This design comes from an exercise in tuning for small area, a short achievable clock period and few clock cycles on the open sky130 flow, not from production work. Power is estimated from default activity; no workload was simulated.

==> inputs of job 7733 <==
==> flow/design.v <==
module mdu_lzc64 (
  input  logic [63:0] t,
  output logic [6:0]  n     
);
  logic [31:0]      z1;
  logic [31:0]      c1;
  logic [15:0]      z2;
  logic [15:0][1:0] c2;
  logic [7:0]       z3;
  logic [7:0][2:0]  c3;
  logic [3:0]       z4;
  logic [3:0][3:0]  c4;
  logic [1:0]       z5;
  logic [1:0][4:0]  c5;
  always_comb begin
    for (int i = 0; i < 32; i++) begin
      z1[i] = ~t[2*i+1] & ~t[2*i];
      c1[i] = ~t[2*i+1];
    end
    for (int i = 0; i < 16; i++) begin
      z2[i] = z1[2*i+1] & z1[2*i];
      c2[i] = z1[2*i+1] ? {1'b1, c1[2*i]} : {1'b0, c1[2*i+1]};
    end
    for (int i = 0; i < 8; i++) begin
      z3[i] = z2[2*i+1] & z2[2*i];
      c3[i] = z2[2*i+1] ? {1'b1, c2[2*i]} : {1'b0, c2[2*i+1]};
    end
    for (int i = 0; i < 4; i++) begin
      z4[i] = z3[2*i+1] & z3[2*i];
      c4[i] = z3[2*i+1] ? {1'b1, c3[2*i]} : {1'b0, c3[2*i+1]};
    end
    for (int i = 0; i < 2; i++) begin
      z5[i] = z4[2*i+1] & z4[2*i];
      c5[i] = z4[2*i+1] ? {1'b1, c4[2*i]} : {1'b0, c4[2*i+1]};
    end
    if (z5[1] & z5[0]) n = 7'd64;
    else               n = z5[1] ? {2'b01, c5[0]} : {2'b00, c5[1]};
  end
endmodule
module mdu_iter #(
  parameter int XLEN = 64
) (
  input  logic            clk,
  input  logic            resetn,
  input  logic            in_valid,
  output logic            in_ready,
  input  logic [2:0]      op,
  input  logic            is_word,
  input  logic [XLEN-1:0] a,
  input  logic [XLEN-1:0] b,
  input  logic            flush,
  output logic            out_valid,
  input  logic            out_ready,
  output logic [XLEN-1:0] result
);
  localparam logic [1:0] M_MUL = 2'd0, M_DIV = 2'd1, M_FIN = 2'd2, M_MFIN = 2'd3;
  logic        c_valid, c_mul, c_word, c_hi, c_rem, c_sa, c_sb, c_nega, c_bz;
  logic [63:0] ca, cb;
  logic [6:0]  c_la, c_lb;
  logic        c_prep, p_swap;       
  logic [6:0]  p_kk;
  logic [5:0]  p_cnt;
  logic         e_busy;
  logic [1:0]   e_mode;
  logic [5:0]   e_cnt;
  logic         e_word, e_hi, e_rem, e_neg;
  logic [67:0]  hreg;                   
  logic [63:0]  lreg;                   
  logic         bm1, msgn;              
  logic [3:0]   sn;                     
  logic [64:0]  xr;                     
  logic [11:0]  bctl;                   
  logic         b_neg;                  
  logic        accept;
  logic        i_mul, i_sgna, i_sgnb, i_sa, i_sb;
  logic [63:0] xa, xb;
  logic [6:0]  i_la, i_lb;
  always_comb begin
    i_mul  = ~op[2];
    i_sgna = i_mul ? (op[1:0] != 2'd3) : ~op[0];
    i_sgnb = i_mul ? ~op[1] : ~op[0];
    if (is_word) begin
      i_sgna = i_mul | ~op[0];
      i_sgnb = i_mul | ~op[0];
    end
    xa   = is_word ? {{32{i_sgna & a[31]}}, a[31:0]} : a;
    xb   = is_word ? {{32{i_sgnb & b[31]}}, b[31:0]} : b;
    i_sa = i_sgna & xa[63];
    i_sb = i_sgnb & xb[63];
  end
  mdu_lzc64 u_lza (.t(xa ^ {64{i_sa}}), .n(i_la));
  mdu_lzc64 u_lzb (.t(xb ^ {64{i_sb}}), .n(i_lb));
  logic        c_negcyc, c_ready;
  logic [63:0] na;
  assign c_negcyc = c_valid & ~c_prep;
  assign c_ready  = c_valid & c_prep;
  assign na       = -ca;
  logic [6:0]  lm, dsh, kk;
  logic [7:0]  dd;
  logic [3:0]  mc;
  logic        swap;
  logic [63:0] rot, mhi, mld;
  logic [64:0] xld;
  function automatic logic [11:0] booth4(input logic [7:0] g, input logic p);
    logic [8:0] t;
    logic [3:0] one, two, neg;
    t = {g, p};
    for (int k = 0; k < 4; k++) begin
      one[k] = t[2*k+1] ^ t[2*k];
      two[k] = (t[2*k+2] & ~t[2*k+1] & ~t[2*k]) | (~t[2*k+2] & t[2*k+1] & t[2*k]);
      neg[k] = t[2*k+2] & ~(t[2*k+1] & t[2*k]);
    end
    booth4 = {one, two, neg};
  endfunction
  always_comb begin
    swap = (c_la > c_lb);           
    lm   = swap ? c_la : c_lb;
    mc   = 4'((7'd72 - lm) >> 3);
    dd   = {1'b0, c_lb} - {7'd0, c_lb[6]} - {1'b0, c_la} + {7'd0, c_sa} + 8'd1;
    dsh  = (dd[7] || dd == 8'd0) ? 7'd1 : dd[6:0];
    kk   = 7'd64 - dsh;
    rot  = ca;
    for (int i = 0; i < 6; i++)
      if (p_kk[i]) rot = (rot << (1 << i)) | (rot >> (64 - (1 << i)));
    for (int i = 0; i < 64; i++)
      mhi[i] = ~p_kk[6] & (7'(i) >= p_kk);
    mld   = p_swap ? ca : cb;
    xld   = (c_mul && !p_swap) ? {c_sa, ca} : {c_sb, cb};
  end
  logic         last, step, r_free, consume, finish;
  logic [67:0]  x1e, x2e, pp1, dsum;
  logic [68:0]  dsum_c;
  logic [75:0]  msum, op0, r0, r1, r2, r3, nrow;
  logic [75:0]  t1s, t1c, t2s, t2c, t3s, t3c, t4s, t4c;
  logic [76:0]  msum_c;
  logic [67:0]  hn;
  logic [63:0]  ln;
  logic [131:0] tt;
  logic [63:0]  mlo, mhi_r;
  logic         qbit;
  logic [64:0]  wd;
  logic [63:0]  rem_n, quo_n, res_raw, res_w;
  logic [7:0]   gnext;
  function automatic logic [67:0] bsel(input logic one, input logic two, input logic neg,
                                       input logic [67:0] x1, input logic [67:0] x2);
    logic [67:0] m;
    m = one ? x1 : two ? x2 : 68'd0;
    bsel = neg ? ~m : m;
  endfunction
  always_comb begin
    x1e = {{3{xr[64]}}, xr};
    x2e = {{2{xr[64]}}, xr, 1'b0};
    op0  = {{8{hreg[67]}}, hreg};
    r0   = 76'($signed(bsel(bctl[8], bctl[4], bctl[0], x1e, x2e)));
    r1   = 76'($signed(bsel(bctl[9], bctl[5], bctl[1], x1e, x2e))) << 2;
    r2   = 76'($signed(bsel(bctl[10], bctl[6], bctl[2], x1e, x2e))) << 4;
    r3   = 76'($signed(bsel(bctl[11], bctl[7], bctl[3], x1e, x2e))) << 6;
    nrow = {69'd0, bctl[3], 1'b0, bctl[2], 1'b0, bctl[1], 1'b0, bctl[0]};
    t1s  = op0 ^ r0 ^ r1;
    t1c  = ((op0 & r0) | (op0 & r1) | (r0 & r1)) << 1;
    t2s  = r2 ^ r3 ^ nrow;
    t2c  = ((r2 & r3) | (r2 & nrow) | (r3 & nrow)) << 1;
    t3s  = t1s ^ t1c ^ t2s;
    t3c  = ((t1s & t1c) | (t1s & t2s) | (t1c & t2s)) << 1;
    t4s  = t3s ^ t3c ^ t2c;
    t4c  = ((t3s & t3c) | (t3s & t2c) | (t3c & t2c)) << 1;
    msum_c = {1'b0, t4s} + {1'b0, t4c};
    msum   = msum_c[75:0];
    wd   = {hreg[63:0], lreg[63]};
    pp1  = b_neg ? ~x1e : x1e;
    dsum_c = {1'b0, (e_mode == M_DIV) ? {3'b000, wd} : 68'd0, 1'b1} + {1'b0, pp1, b_neg};
    dsum   = dsum_c[68:1];
    qbit   = ~dsum[67];
    rem_n  = qbit ? dsum[63:0] : wd[63:0];
    quo_n = {lreg[62:0], qbit};
    hn = msum[75:8];
    ln = {msum[7:0], lreg[63:8]};
    gnext = (sn >= 4'd7) ? {8{msgn}} : lreg[15:8];
    tt = {hreg, lreg};
    mlo = 64'd0;
    mhi_r = 64'd0;
    for (int c = 1; c <= 8; c++)
      if (sn == 4'(c)) begin
        mlo   = tt[64 - 8*c +: 64];
        mhi_r = 64'($signed(hreg) >>> (64 - 8*c));
      end
    if (sn == 4'd9) mhi_r = tt[56 +: 64];
    case (e_mode)
      M_MFIN:  res_raw = e_hi ? mhi_r : mlo;
      M_DIV:   res_raw = e_rem ? rem_n : quo_n;
      default: res_raw = dsum[63:0];
    endcase
    res_w = e_word ? {{32{res_raw[31]}}, res_raw[31:0]} : res_raw;
  end
  logic div_neg;
  assign div_neg = (e_mode == M_DIV) & e_neg;
  assign last    = e_busy & ((e_mode == M_FIN) | (e_mode == M_MFIN) |
                             ((e_mode == M_DIV) & (e_cnt == 6'd0) & ~e_neg));
  assign step    = e_busy & ~last;
  assign r_free  = ~out_valid | out_ready;
  assign finish  = last & r_free;
  assign consume = c_ready & (~e_busy | finish);
  assign accept  = in_valid & in_ready;
  logic c_valid_d, c_ready_d, e_busy_d, last_d, out_valid_d;
  always_comb begin
    c_valid_d = accept | (c_valid & ~consume);
    c_ready_d = ~accept & c_valid & ~consume;
    e_busy_d  = consume | (e_busy & ~finish);
    last_d    = ~consume & e_busy & ~finish &
                (last | ((e_mode == M_MUL) & (e_cnt == 6'd0)) |
                 ((e_mode == M_DIV) & (e_cnt == 6'd1) & ~e_neg) |
                 ((e_mode == M_DIV) & (e_cnt == 6'd0) & e_neg));
    out_valid_d = finish | (out_valid & ~out_ready);
  end
  always_ff @(posedge clk or negedge resetn) begin
    if (!resetn) begin
      c_prep    <= 1'b0;
      c_valid   <= 1'b0;
      e_busy    <= 1'b0;
      out_valid <= 1'b0;
      in_ready  <= 1'b1;
    end else if (flush) begin
      c_prep    <= 1'b0;
      c_valid   <= 1'b0;
      e_busy    <= 1'b0;
      out_valid <= 1'b0;
      in_ready  <= 1'b1;
    end else begin
      c_valid   <= c_valid_d;
      e_busy    <= e_busy_d;
      out_valid <= out_valid_d;
      in_ready  <= ~c_valid_d | (c_ready_d & (~e_busy_d | (last_d & ~out_valid_d)));
      if (accept)        c_prep <= 1'b0;
      else if (c_valid)  c_prep <= 1'b1;
    end
  end
  always_ff @(posedge clk) begin
    if (accept) begin
      ca     <= xa;
      cb     <= xb;
      c_la   <= i_la;
      c_lb   <= i_lb;
      c_mul  <= i_mul;
      c_word <= is_word;
      c_hi   <= ~is_word & (op[1:0] != 2'd0);
      c_rem  <= op[1];
      c_sa   <= i_sa;
      c_sb   <= i_sb;
      c_nega <= ~i_mul & i_sa;
      c_bz   <= (xb == 64'd0);
    end else if (c_negcyc) begin
      if (c_nega & ~c_bz) ca <= na;
      p_kk   <= kk;
      p_swap <= swap;
      p_cnt  <= c_mul ? 6'(mc - 4'd1) : 6'(dsh - 7'd1);
    end
    if (consume) begin
      e_word <= c_word;
      e_hi   <= c_hi;
      e_rem  <= c_rem;
      e_cnt  <= p_cnt;
      if (c_mul) begin
        e_mode <= M_MUL;
        hreg   <= '0;
        lreg   <= mld;
        bm1    <= 1'b0;
        msgn   <= p_swap ? c_sa : c_sb;
        sn     <= 4'd0;
        xr     <= xld;
        bctl   <= booth4(mld[7:0], 1'b0);
        e_neg  <= 1'b0;
      end else if (c_bz) begin
        e_mode <= M_FIN;
        e_cnt  <= 6'd0;
        xr     <= {1'b0, c_rem ? ca : {64{1'b1}}};
        b_neg  <= 1'b0;
        e_neg  <= 1'b0;
      end else begin
        e_mode     <= M_DIV;
        hreg[63:0] <= rot & ~mhi;
        lreg       <= rot & mhi;
        xr         <= xld;
        b_neg      <= ~c_sb;
        e_neg      <= c_rem ? c_sa : (c_sa ^ c_sb);
      end
    end else if (step) begin
      case (e_mode)
        M_MUL: begin
          hreg  <= hn;
          lreg  <= ln;
          bm1   <= (sn >= 4'd8) ? msgn : lreg[7];
          bctl  <= booth4(gnext, (sn >= 4'd8) ? msgn : lreg[7]);
          sn    <= sn + 4'd1;
          e_cnt <= e_cnt - 6'd1;
          if (e_cnt == 6'd0) e_mode <= M_MFIN;
        end
        M_DIV: begin
          hreg[63:0] <= rem_n;
          lreg       <= quo_n;
          if (e_cnt == 6'd0) begin
            xr     <= {1'b0, e_rem ? rem_n : quo_n};
            b_neg  <= 1'b1;
            e_mode <= M_FIN;
          end else begin
            e_cnt <= e_cnt - 6'd1;
          end
        end
        default: ;
      endcase
    end
    if (finish) result <= res_w;
  end
endmodule
==> flow/run.sh <==
#!/bin/bash
# synth_recipe.tcl (not shown) runs the flow's synth.tcl, then flattens the netlist and writes it again
# the make line also repeats each setting of config.mk as NAME=value (left out here)
make -C /OpenROAD-flow-scripts/flow DESIGN_CONFIG=/design/flow/config.mk WORK_HOME=/design/flow/orfs CLKGATE_MAP_FILE= SYNTH_SCRIPT=/design/flow/synth_recipe.tcl finish
==> flow/config.mk <==
export PLATFORM = sky130hd
export DESIGN_NAME = mdu_iter
export DESIGN_NICKNAME = mdu_iter
export VERILOG_FILES = /design/flow/design.v
export SDC_FILE = /design/flow/constraint.sdc
export NUM_CORES = 4
export LEC_CHECK = 0
export CAP_MARGIN = 30
export CORE_MARGIN = 2
export CORE_UTILIZATION = 40
export SETUP_SLACK_MARGIN = 5
export SLEW_MARGIN = 30
==> flow/constraint.sdc <==
create_clock -name core_clock -period 10.0 [get_ports {clk}]
set_input_delay 2.0000 -clock core_clock [delete_from_list [all_inputs] [get_ports {clk}]]
set_output_delay 2.0000 -clock core_clock [all_outputs]
set_load 0.01 [all_outputs]
==> job 9374: changes against job 7733 <==
--- a/flow/design.v
+++ b/flow/design.v
@@ -118,5 +118,5 @@
     mc   = 4'((7'd72 - lm) >> 3);
     dd   = {1'b0, c_lb} - {7'd0, c_lb[6]} - {1'b0, c_la} + {7'd0, c_sa} + 8'd1;
-    dsh  = (dd[7] || dd == 8'd0) ? 7'd1 : dd[6:0];
+    dsh  = (dd[7] || dd == 8'd0) ? 7'd2 : (dd[6:0] + {6'd0, dd[0]});    
     kk   = 7'd64 - dsh;
     rot  = ca;
@@ -129,6 +129,6 @@
   end
   logic         last, step, r_free, consume, finish;
-  logic [67:0]  x1e, x2e, pp1, dsum;
-  logic [68:0]  dsum_c;
+  logic [67:0]  x1e, x2e, pp1, pp2, dsum, s2;
+  logic [68:0]  dsum_c, s2_c;
   logic [75:0]  msum, op0, r0, r1, r2, r3, nrow;
   logic [75:0]  t1s, t1c, t2s, t2c, t3s, t3c, t4s, t4c;
@@ -138,6 +138,6 @@
   logic [131:0] tt;
   logic [63:0]  mlo, mhi_r;
-  logic         qbit;
-  logic [64:0]  wd;
+  logic [1:0]   qd;
+  logic [65:0]  wd;
   logic [63:0]  rem_n, quo_n, res_raw, res_w;
   logic [7:0]   gnext;
@@ -151,5 +151,6 @@
     x1e = {{3{xr[64]}}, xr};
     x2e = {{2{xr[64]}}, xr, 1'b0};
-    op0  = {{8{hreg[67]}}, hreg};
+    wd   = {hreg[63:0], lreg[63:62]};
+    op0  = (e_mode == M_DIV) ? {10'd0, wd} : {{8{hreg[67]}}, hreg};
     r0   = 76'($signed(bsel(bctl[8], bctl[4], bctl[0], x1e, x2e)));
     r1   = 76'($signed(bsel(bctl[9], bctl[5], bctl[1], x1e, x2e))) << 2;
@@ -167,11 +168,20 @@
     msum_c = {1'b0, t4s} + {1'b0, t4c};
     msum   = msum_c[75:0];
-    wd   = {hreg[63:0], lreg[63]};
     pp1  = b_neg ? ~x1e : x1e;
-    dsum_c = {1'b0, (e_mode == M_DIV) ? {3'b000, wd} : 68'd0, 1'b1} + {1'b0, pp1, b_neg};
+    pp2  = b_neg ? ~x2e : x2e;
+    dsum_c = {1'b0, (e_mode == M_DIV) ? {2'b00, wd} : 68'd0, 1'b1} + {1'b0, pp1, b_neg};
     dsum   = dsum_c[68:1];
-    qbit   = ~dsum[67];
-    rem_n  = qbit ? dsum[63:0] : wd[63:0];
-    quo_n = {lreg[62:0], qbit};
+    s2_c   = {1'b0, 2'b00, wd, 1'b1} + {1'b0, pp2, b_neg};
+    s2     = s2_c[68:1];
+    if (!msum[67]) begin
+      qd = 2'd3; rem_n = msum[63:0];
+    end else if (!s2[67]) begin
+      qd = 2'd2; rem_n = s2[63:0];
+    end else if (!dsum[67]) begin
+      qd = 2'd1; rem_n = dsum[63:0];
+    end else begin
+      qd = 2'd0; rem_n = wd[63:0];
+    end
+    quo_n = {lreg[61:0], qd};
     hn = msum[75:8];
     ln = {msum[7:0], lreg[63:8]};
@@ -253,5 +263,5 @@
       p_kk   <= kk;
       p_swap <= swap;
-      p_cnt  <= c_mul ? 6'(mc - 4'd1) : 6'(dsh - 7'd1);
+      p_cnt  <= c_mul ? 6'(mc - 4'd1) : 6'(dsh[6:1] - 6'd1);
     end
     if (consume) begin
@@ -282,4 +292,5 @@
         xr         <= xld;
         b_neg      <= ~c_sb;
+        bctl       <= {4'b0011, 4'b0000, 2'b00, ~c_sb, c_sb};
         e_neg      <= c_rem ? c_sa : (c_sa ^ c_sb);
       end
--- a/flow/config.mk
+++ b/flow/config.mk
@@ -11,2 +11,3 @@
 export SETUP_SLACK_MARGIN = 5
 export SLEW_MARGIN = 30
+export TNS_END_PERCENT = 5
==> summary.txt <==
quantity	job 7733	job 9374
Grt met1 use	0.491	0.580
Peak supply drop	0.124 mV	0.153 mV
Power drawn by the sequential cells	2.45 mW	2.50 mW
Clock Buffer Count	74	72
Clock network latency to the later pin of the worst-skew pair	0.71 ns	0.75 ns
Worst r2r src	bctl[8]	b_neg
Outcome	timing/DRC/antenna clean	timing/DRC/antenna clean
Tmin final	5.99 ns	6.94 ns
Data arrival time of the worst path	6.37 ns	7.53 ns
Synthesis-to-layout area growth	18.0%	17.6%
Placement-stage worst setup slack	2.77 ns	1.44 ns
Post-synthesis instance area	0.0614 mm^2	0.0674 mm^2
Multi-input logic cell count	5,941	6,853
Count of mapped cells out of synthesis	7,707	8,722
Sequential cell area	0.0138 mm^2	0.0138 mm^2
Switching portion of total power	0.413	0.479
Area share of the largest cell type after synthesis	0.222	0.202
Number of buffers created by CTS	66	59
Power Clock	2.52 mW	2.50 mW
Final worst hold slack	0.421 ns	0.425 ns
Highest cell delay on the worst timing path	0.55 ns	0.69 ns
Adder-Cell Fraction of Synth Area	0.118	0.121
Final cell count without fillers	9,580	11,000
Maximum level of the CTS H-tree	3	2
Function was not checked in any run of this note: the RTL went through the layout flow alone.

what the ideal ports hide:
The results above use ideal ports. As a check the final layouts listed here were re-extracted and re-timed, cells and wires unchanged. Step 1 assumes that a clkbuf_16 drives the clock port and a buf_2 every other input. Step 2 adds t to the input delays and takes it off the output delays; t is the mean of the earliest and latest rising clock arrival at the registers after step 1. Input paths then give back, and output paths get back, about the clock's delay inside the block. a / b / c = ideal / step 1 / step 2; a / b = the first two.
run	shift t [ns]	slack for setup (ns)	worst register clock-pin slew, ns	worst slew at a driven data input, ns	cell pins on the clock port's net
job 7733	0.786	4.011 / 4.011 / 4.011	0.07 / 0.07	0.06	1
job 9374	0.824	3.061 / 3.061 / 2.695	0.08 / 0.08	0.14	1
After both steps setup and hold are still met in every run listed. For job 9374, which loses most, drivers alone change the setup slack by 0.000 ns; drivers and shift together by -0.366 ns.
